This design comes from an exercise in tuning for small area on the open sky130 flow, not from production work.
Only simulation tests tie the RTL to the original design; equivalence was not proved.

==> flow/design.v <==
package demosaic_frame_pkg;
    localparam int FRAME_WIDTH      = 16;    
    localparam int FRAME_HEIGHT     = 10;    
    localparam int MIN_HBLANK       = 4;     
    localparam int MIN_VBLANK_LINES = 3;     
    typedef enum logic [1:0] {
        RGGB = 2'd0,
        GRBG = 2'd1,
        GBRG = 2'd2,
        BGGR = 2'd3
    } bayer_pattern_e;
    localparam bayer_pattern_e BAYER_PATTERN = RGGB;
    localparam int WINDOW_LATENCY = 1;   
    localparam int PIPE_LATENCY   = 5;   
    typedef logic [$clog2(FRAME_HEIGHT + 2)-1:0] row_cnt_t;   
    typedef logic [$clog2(FRAME_WIDTH + 2)-1:0]  col_cnt_t;   
    typedef logic [$clog2(FRAME_WIDTH)-1:0]      col_addr_t;  
endpackage
package demosaic_pixel_pkg;
    localparam int PIX_BITS = 8;
    typedef logic [PIX_BITS-1:0]    pix_t;
    typedef logic [PIX_BITS+1:0]    pix_sum_t;    
    typedef logic [4*PIX_BITS-1:0]  quad_pix_t;   
    typedef logic [25*PIX_BITS-1:0] window_t;     
    typedef enum logic [1:0] {
        SITE_R  = 2'd0,
        SITE_GR = 2'd1,    
        SITE_GB = 2'd2,    
        SITE_B  = 2'd3
    } site_e;
    function automatic logic [PIX_BITS-1:0] quad_pix(input quad_pix_t q, input integer k);
        quad_pix = q[k*PIX_BITS +: PIX_BITS];
    endfunction
    function automatic logic [PIX_BITS-1:0] avg2(input pix_t a, input pix_t b);
        pix_sum_t s;
        s = pix_sum_t'(a) + pix_sum_t'(b);
        avg2 = s[PIX_BITS:1];               
    endfunction
    function automatic logic [PIX_BITS-1:0] avg4(input quad_pix_t q);
        pix_sum_t s;
        s = pix_sum_t'(quad_pix(q, 0)) + pix_sum_t'(quad_pix(q, 1))
          + pix_sum_t'(quad_pix(q, 2)) + pix_sum_t'(quad_pix(q, 3));
        avg4 = s[PIX_BITS+1:2];             
    endfunction
endpackage
`timescale 1ns/1ps
module isp_demosaic (
    input  logic pclk,
    input  logic rst_n,
    input  logic in_vsync,
    input  logic in_href,
    input  demosaic_pixel_pkg::pix_t in_raw,
    output logic out_href,
    output logic out_vsync,
    output demosaic_pixel_pkg::pix_t out_r,
    output demosaic_pixel_pkg::pix_t out_g,
    output demosaic_pixel_pkg::pix_t out_b
);
localparam int D  = 4;     
localparam int SR = 52;    
localparam int GF = 9;     
function automatic logic [7:0] ginterp(input logic [7:0] l, input logic [7:0] r,
                                       input logic [7:0] u, input logic [7:0] d);
    logic [8:0] sh, sv, eh, ev, x, y;
    logic [7:0] dh, dv;
    logic [9:0] s4;
    logic       lt, gt;
    sh = {1'b0, l} + {1'b0, r};
    sv = {1'b0, u} + {1'b0, d};
    eh = {1'b0, l} - {1'b0, r};
    ev = {1'b0, u} - {1'b0, d};
    dh = eh[8] ? -eh[7:0] : eh[7:0];
    dv = ev[8] ? -ev[7:0] : ev[7:0];
    lt = dh < dv;
    gt = dv < dh;
    x  = gt ? sv : sh;             
    y  = lt ? sh : sv;
    s4 = {1'b0, x} + {1'b0, y};
    ginterp = s4[9:2];
endfunction
function automatic logic [7:0] clamp_diff(input logic [9:0] plus, input logic [7:0] minus);
    logic [9:0] d;
    d = plus - {2'b0, minus};
    if (plus < {2'b0, minus})
        clamp_diff = '0;
    else
        clamp_diff = (|d[9:8]) ? 8'hff : d[7:0];
endfunction
logic [7:0] raw_d [1:D];
logic [D:1] hr_d;
logic [5:1] vs_d;
always_ff @(posedge pclk) begin
    raw_d[1] <= in_raw;
    for (int k = 2; k <= D; k++)
        raw_d[k] <= raw_d[k-1];
    hr_d <= {hr_d[D-1:1], in_href};
end
always_ff @(posedge pclk or negedge rst_n) begin
    if (!rst_n) begin
        vs_d      <= '0;
        out_vsync <= 1'b0;
    end else begin
        vs_d      <= {vs_d[4:1], in_vsync};
        out_vsync <= vs_d[5];
    end
end
logic       vsi, hri;
logic [7:0] rawi;
assign vsi  = vs_d[D];
assign hri  = hr_d[D];
assign rawi = raw_d[D];
logic       active;
logic [3:0] row_cnt;     
logic [4:0] col_cnt;     
logic       flush_row, line_end, slot, shift;
assign flush_row = row_cnt[3] & row_cnt[1];           
assign line_end  = col_cnt[4] & col_cnt[0];           
assign slot      = active & (hri | col_cnt[4] | flush_row);
assign shift     = slot & ~col_cnt[4];
always_ff @(posedge pclk or negedge rst_n) begin
    if (!rst_n) begin
        active  <= 1'b0;
        row_cnt <= '0;
        col_cnt <= '0;
    end else if (vsi) begin
        active  <= 1'b1;
        row_cnt <= '0;
        col_cnt <= '0;
    end else if (slot) begin
        if (line_end) begin
            col_cnt <= '0;
            if (row_cnt == 4'd11) begin
                row_cnt <= '0;
                active  <= 1'b0;
            end else
                row_cnt <= row_cnt + 1'b1;
        end else
            col_cnt <= col_cnt + 1'b1;
    end
end
logic [7:0] sr [1:SR];
logic [7:0] tap [0:SR];
always_ff @(posedge pclk) begin
    if (shift) begin
        sr[1] <= rawi;
        for (int k = 2; k <= SR; k++)
            sr[k] <= sr[k-1];
    end
end
always_comb begin
    tap[0] = rawi;
    for (int k = 1; k <= SR; k++)
        tap[k] = sr[k];
end
logic       mcol;         
logic [7:0] g_in [4];
logic [7:0] g_new, g_top;
logic [7:0] gf [1:GF];    
logic       gf_shift;
logic [8:0] v0, v1, v2, v3;   
assign mcol = row_cnt[0] ^ col_cnt[0];
always_comb begin
    if (mcol) begin       
        g_in[0] = tap[34]; g_in[1] = tap[32]; g_in[2] = tap[49]; g_in[3] = tap[17];
    end else begin        
        g_in[0] = tap[18]; g_in[1] = tap[16]; g_in[2] = tap[33]; g_in[3] = tap[1];
    end
    g_new = ginterp(g_in[0], g_in[1], g_in[2], g_in[3]);
    g_top = gf[GF];
    v0    = mcol ? {1'b0, g_new} : {1'b0, g_new} + {1'b0, g_top};
end
assign gf_shift = (shift & mcol) | (slot & col_cnt[4] & ~col_cnt[0] & row_cnt[0]);
always_ff @(posedge pclk) begin
    if (gf_shift) begin
        gf[1] <= g_new;
        for (int k = 2; k <= GF; k++)
            gf[k] <= gf[k-1];
    end
end
always_ff @(posedge pclk) begin
    v1 <= v0;
    v2 <= v1;
    v3 <= v2;
end
logic       valid, border;
logic [1:0] site;         
logic       valid1, border1;
logic [1:0] site1;
logic [7:0] rawc1;
assign valid  = slot & (row_cnt >= 4'd2) & (col_cnt >= 5'd2);
assign border = (row_cnt < 4'd4) | flush_row | (col_cnt < 5'd4) | col_cnt[4];
assign site   = {row_cnt[0], col_cnt[0]};
always_ff @(posedge pclk or negedge rst_n) begin
    if (!rst_n)
        valid1 <= 1'b0;
    else
        valid1 <= valid;
end
always_ff @(posedge pclk) begin
    border1 <= border;
    site1   <= site;
    rawc1   <= line_end ? tap[33] : tap[34];    
end
logic       cgreen;
logic [7:0] g_c, c1_avg, c2_avg, m1, m2;
logic [9:0] w, p1, p2;
logic [7:0] ch1, ch2;
assign cgreen = site1[0] ^ site1[1];
always_comb begin
    logic [9:0] s4;
    logic [8:0] s2, s2v;
    w   = {1'b0, v1} + {1'b0, v3};
    s2  = {1'b0, tap[36]} + {1'b0, tap[34]};                                       
    s4  = {2'b0, tap[52]} + {2'b0, tap[50]} + {2'b0, tap[20]} + {2'b0, tap[18]};   
    s2v = {1'b0, tap[51]} + {1'b0, tap[19]};                                       
    if (cgreen) begin
        g_c    = rawc1;
        c1_avg = s2[8:1];
        m1     = w[8:1];
    end else begin
        g_c    = v2[7:0];
        c1_avg = s4[9:2];
        m1     = w[9:2];
    end
    c2_avg = s2v[8:1];
    m2     = v2[8:1];
    p1     = {2'b0, g_c} + {2'b0, c1_avg};
    p2     = {2'b0, rawc1} + {2'b0, c2_avg};
    ch1    = clamp_diff(p1, m1);
    ch2    = clamp_diff(p2, m2);
end
always_ff @(posedge pclk or negedge rst_n) begin
    if (!rst_n) begin
        out_href <= 1'b0;
        out_r    <= '0;
        out_g    <= '0;
        out_b    <= '0;
    end else begin
        out_href <= valid1;
        if (!valid1) begin
            out_r <= '0;
            out_g <= '0;
            out_b <= '0;
        end else if (border1) begin
            out_r <= rawc1;
            out_g <= rawc1;
            out_b <= rawc1;
        end else begin
            case (site1)
                2'd0: begin out_r <= rawc1; out_g <= g_c;   out_b <= ch1;   end
                2'd1: begin out_r <= ch1;   out_g <= rawc1; out_b <= ch2;   end
                2'd2: begin out_r <= ch2;   out_g <= rawc1; out_b <= ch1;   end
                default: begin out_r <= ch1; out_g <= g_c;  out_b <= rawc1; end
            endcase
        end
    end
end
endmodule
clock: 8.0 ns
lec_check: 0
cap_margin: 20
core_margin: 2
core_utilization: 40
slew_margin: 20
run.sh (not shown) runs the stock make flow with config.mk's settings and CLKGATE_MAP_FILE= SYNTH_SCRIPT=/design/flow/synth_recipe.tcl, a recipe that flattens the netlist after the stock synthesis.
Rerun with:
--- a/flow/design.v
+++ b/flow/design.v
@@ -58,5 +58,5 @@
 );
 localparam int D  = 4;     
-localparam int SR = 52;    
+localparam int SR = 48;    
 localparam int GF = 9;     
 function automatic logic [7:0] ginterp(input logic [7:0] l, input logic [7:0] r,
@@ -79,11 +79,8 @@
     ginterp = s4[9:2];
 endfunction
-function automatic logic [7:0] clamp_diff(input logic [9:0] plus, input logic [7:0] minus);
+function automatic logic [7:0] clamp_diff(input logic [7:0] g, input logic [7:0] c, input logic [7:0] m);
     logic [9:0] d;
-    d = plus - {2'b0, minus};
-    if (plus < {2'b0, minus})
-        clamp_diff = '0;
-    else
-        clamp_diff = (|d[9:8]) ? 8'hff : d[7:0];
+    d = {2'b0, g} + {2'b0, c} - {2'b0, m};
+    clamp_diff = d[9] ? 8'h00 : d[8] ? 8'hff : d[7:0];
 endfunction
 logic [7:0] raw_d [1:D];
@@ -118,4 +115,5 @@
 assign slot      = active & (hri | col_cnt[4] | flush_row);
 assign shift     = slot & ~col_cnt[4];
+logic       mcol;        
 always_ff @(posedge pclk or negedge rst_n) begin
     if (!rst_n) begin
@@ -123,9 +121,12 @@
         row_cnt <= '0;
         col_cnt <= '0;
+        mcol    <= 1'b0;
     end else if (vsi) begin
         active  <= 1'b1;
         row_cnt <= '0;
         col_cnt <= '0;
+        mcol    <= 1'b0;
     end else if (slot) begin
+        mcol <= mcol ^ ~line_end;
         if (line_end) begin
             col_cnt <= '0;
@@ -153,5 +154,10 @@
         tap[k] = sr[k];
 end
-logic       mcol;         
+logic [7:0] up [1:4];
+always_ff @(posedge pclk) begin
+    up[1] <= tap[48];
+    for (int k = 2; k <= 4; k++)
+        up[k] <= up[k-1];
+end
 logic [7:0] g_in [4];
 logic [7:0] g_new, g_top;
@@ -159,8 +165,7 @@
 logic       gf_shift;
 logic [8:0] v0, v1, v2, v3;   
-assign mcol = row_cnt[0] ^ col_cnt[0];
 always_comb begin
     if (mcol) begin       
-        g_in[0] = tap[34]; g_in[1] = tap[32]; g_in[2] = tap[49]; g_in[3] = tap[17];
+        g_in[0] = tap[34]; g_in[1] = tap[32]; g_in[2] = up[1];   g_in[3] = tap[17];
     end else begin        
         g_in[0] = tap[18]; g_in[1] = tap[16]; g_in[2] = tap[33]; g_in[3] = tap[1];
@@ -204,5 +209,5 @@
 logic       cgreen;
 logic [7:0] g_c, c1_avg, c2_avg, m1, m2;
-logic [9:0] w, p1, p2;
+logic [9:0] w;
 logic [7:0] ch1, ch2;
 assign cgreen = site1[0] ^ site1[1];
@@ -212,6 +217,6 @@
     w   = {1'b0, v1} + {1'b0, v3};
     s2  = {1'b0, tap[36]} + {1'b0, tap[34]};                                       
-    s4  = {2'b0, tap[52]} + {2'b0, tap[50]} + {2'b0, tap[20]} + {2'b0, tap[18]};   
-    s2v = {1'b0, tap[51]} + {1'b0, tap[19]};                                       
+    s4  = {2'b0, up[4]} + {2'b0, up[2]} + {2'b0, tap[20]} + {2'b0, tap[18]};       
+    s2v = {1'b0, up[3]} + {1'b0, tap[19]};                                         
     if (cgreen) begin
         g_c    = rawc1;
@@ -225,8 +230,6 @@
     c2_avg = s2v[8:1];
     m2     = v2[8:1];
-    p1     = {2'b0, g_c} + {2'b0, c1_avg};
-    p2     = {2'b0, rawc1} + {2'b0, c2_avg};
-    ch1    = clamp_diff(p1, m1);
-    ch2    = clamp_diff(p2, m2);
+    ch1    = clamp_diff(g_c, c1_avg, m1);
+    ch2    = clamp_diff(rawc1, c2_avg, m2);
 end
 always_ff @(posedge pclk or negedge rst_n) begin
What happened: Fmax went up by a few percent; global-route usage fell by 0.59 points; setup slack is better by 200 ps; clock-buffer cell count goes up by 7; worst hold slack is worse by 5.3 ps; clock skew drops by 10 ps; cell count decreases by a little under a tenth; cell area goes down by a few percent; sequential share of layout area climbs by 1.2 points; flip-flop and latch count is higher by 1; wire length shrinks by a little under a tenth; non-clock buffer count went down by 9.

-- port drivers added, routing unchanged --
The results above use ideal ports. As a check the final layouts listed here were re-extracted and re-timed, cells and wires unchanged. Step 1 (the two cells are an assumption about what drives the block):
set clk [get_ports {pclk}]
set_driving_cell -lib_cell sky130_fd_sc_hd__clkbuf_16 $clk
set_driving_cell -lib_cell sky130_fd_sc_hd__buf_2 [delete_from_list [all_inputs] $clk]
Step 2 moves the port delays by t, midway between the first and last clock arrival at a register: inputs arrive t later, outputs are due t later. That takes back most of the time a late clock gives input paths. a / b / c = ideal ports / drivers / drivers and shift; a / b = the first two.
| run | t (ns) | slack for setup (ns) | hold WS [ns] | clock arrival spread, ns | worst data-port slew with drivers (ns) |
|---|---|---|---|---|---|
| the first run | 0.669 | 0.264 / 0.264 / 0.264 | 0.325 / 0.325 / 0.325 | 0.031 / 0.030 | 0.03 |
| the second run | 0.675 | 0.467 / 0.467 / 0.467 | 0.319 / 0.319 / 0.319 | 0.019 / 0.019 | 0.03 |
After both steps setup and hold are still met in every run listed.
